From an optimization exercise on the open Yosys and OpenROAD flow, aimed at small area; shortcuts taken in it are not production practice.
Function was checked by simulation only, so behaviour that the tests miss may differ from the original.
Power is estimated from default activity; no workload was simulated.

job 105:
// mips_regfile_rd
module mips_regfile_rd #(
    parameter int DATA_WIDTH = 32,
    parameter int ADDR_WIDTH = 5
) (
    input  logic                  clk,
    input  logic                  reset,
    input  logic                  we,
    input  logic [ADDR_WIDTH-1:0] waddr,
    input  logic [DATA_WIDTH-1:0] wdata,
    input  logic                  re1,
    input  logic [ADDR_WIDTH-1:0] raddr1,
    output logic [DATA_WIDTH-1:0] rdata1,
    input  logic                  re2,
    input  logic [ADDR_WIDTH-1:0] raddr2,
    output logic [DATA_WIDTH-1:0] rdata2
);
    localparam int DEPTH = 2 ** ADDR_WIDTH;
    localparam int N     = DEPTH - 1;   
    logic ph;
    always_ff @(posedge clk or posedge reset) begin
        if (reset) ph <= 1'b0;
        else       ph <= ~ph;
    end
    logic [N-1:0][DATA_WIDTH-1:0] mem;
    logic [N-1:0][DATA_WIDTH-1:0] mem_d;
    logic [N-1:0]                 valid;
    logic [N-1:0] wsel_n, wsel, wsel_b;
    always_comb begin
        for (int k = 0; k < N; k++) wsel_n[k] = !(we && (waddr == ADDR_WIDTH'(k + 1)));
    end
  ...
export LEC_CHECK = 0
export CAP_MARGIN = 20
export CORE_MARGIN = 2
export CORE_UTILIZATION = 55
export CTS_BUF_LIST = sky130_fd_sc_hd__clkbuf_8
export CTS_CLUSTER_DIAMETER = 80
export CTS_CLUSTER_SIZE = 14
export SLEW_MARGIN = 20
export SYNTH_HIERARCHICAL = 1
export SYNTH_MINIMUM_KEEP_SIZE = 0
create_clock -name core_clock -period 5.0 [get_ports {clk}]
standard.sh (not shown) runs the stock make flow with config.mk's settings and CLKGATE_MAP_FILE= SYNTH_SCRIPT=/design/flow/synth_recipe.tcl, a recipe that flattens the netlist after the stock synthesis.
==> flow/flow/run.sh <==
#!/bin/bash
# Layout flow: the standard flow (standard.sh, unchanged synthesis) with
#  - inverters that drive wide nets sized up before placement (pre_gpl.tcl),
#  - the clock tree built without dummy balancing loads,
#  - minimum-size port buffers,
#  - power recovery (downsizing of non-critical cells) after global routing.
# ORFS writes each tool's log under orfs/logs; make's output goes to
# standard.log and this script's own output to run.log.
set -e
exec > run.log 2>&1
here=$(pwd)
export PRE_GLOBAL_PLACE_TCL="$here/flow/pre_gpl.tcl"
export CTS_ARGS="-sink_clustering_enable -repair_clock_nets -dont_use_dummy_load -sink_clustering_size 14 -sink_clustering_max_diameter 80 -buf_list sky130_fd_sc_hd__clkbuf_8"
export BUFFER_PORTS_ARGS="-buffer_cell sky130_fd_sc_hd__buf_1"
export RECOVER_POWER=100
bash standard.sh > standard.log 2>&1
==> flow/flow/pre_gpl.tcl <==
# Before global placement: drop the synthesis buffers now (global placement
# would remove them anyway), then give every minimum inverter that drives a
# wide net (row/column selects, write data) the next drive strength, which has
# the same cell area, so repair_design does not buffer those nets.
remove_buffers
set db [ord::get_db]
set inv2 [$db findMaster sky130_fd_sc_hd__inv_2]
set n 0
foreach i [[ord::get_db_block] getInsts] {
  if {[[$i getMaster] getName] eq "sky130_fd_sc_hd__inv_1"} {
    foreach it [$i getITerms] {
      if {[$it isOutputSignal]} {
        set net [$it getNet]
        if {$net ne "NULL" && [llength [$net getITerms]] > 8} {
          $i swapMaster $inv2
          incr n
        }
      }
    }
  }
}
puts "pre_gpl: $n inverters upsized to inv_2"
Completing all stages was not enough for job 105: its layout failed the final checks because of capacitance limit, slew limit.
Edits applied to the flow inputs when going from job 105 to job 104:
diff --git a/flow/flow/run.sh b/flow/flow/run.sh
--- a/flow/flow/run.sh
+++ b/flow/flow/run.sh
@@ -3 +2,0 @@
-#  - inverters that drive wide nets sized up before placement (pre_gpl.tcl),
@@ -7,2 +6 @@
-# ORFS writes each tool's log under orfs/logs; make's output goes to
-# standard.log and this script's own output to run.log.
+# Each tool's output goes to the ORFS logs; this script's own output to run.log.
@@ -11,2 +9,2 @@
-here=$(pwd)
-export PRE_GLOBAL_PLACE_TCL="$here/flow/pre_gpl.tcl"
+echo "== standard.sh"; cat standard.sh
+echo "== config.mk"; cat config.mk
removed: flow/flow/pre_gpl.tcl
### Flow results
Job 105 had finished all stages when the layout checks came back failing, citing capacitance limit, slew limit.
Job 104 finished all stages; however, its layout fails the closing checks, the failures being capacitance limit, slew limit.
Compared job 104 against job 105; total routed wire length on the met1 layer within noise.
Of job 104 and job 105, the higher total detailed-routing wirelength belongs to job 105.
Summary — total power, job 104 relative to job 105: higher, by 160 uW.
On clock network area share, job 104 and job 105 are neck and neck.
For the clock skew, job 104 came in 0.028 ns lower than job 105 did.
Between job 104 and job 105, the difference in sequential power is negligible.
Comparing all-layer global routing usage for job 104 and job 105, the smaller number came from job 104.
Relative to job 105, post-place instance area has increased by about 2.8% in job 104.

## what the ideal ports hide
The flow's constraints put no driver on any port. The routed layouts listed below were extracted and timed again, unchanged, in two steps.
Step 1 assumes that a clkbuf_16 drives the clock port and a buf_2 every other input.
Step 2 adds t to the input delays and takes it off the output delays; t is the mean of the earliest and latest rising clock arrival at the registers after step 1. Input paths then give back, and output paths get back, about the clock's delay inside the block.
Slacks: no drivers / after step 1 / after step 2; pairs: no drivers / after step 1.
run	t, ns	setup WS [ns]	worst hold slack (ns)	pins driven straight from the clock port
job 105	0.761	0.712 / 0.742 / -0.019	0.460 / 0.426 / 0.473	1
job 104	0.794	0.655 / 0.702 / -0.092	0.474 / 0.474 / 0.474	1
For job 104, which loses most, drivers alone change the setup slack by +0.047 ns; drivers and shift together by -0.747 ns.
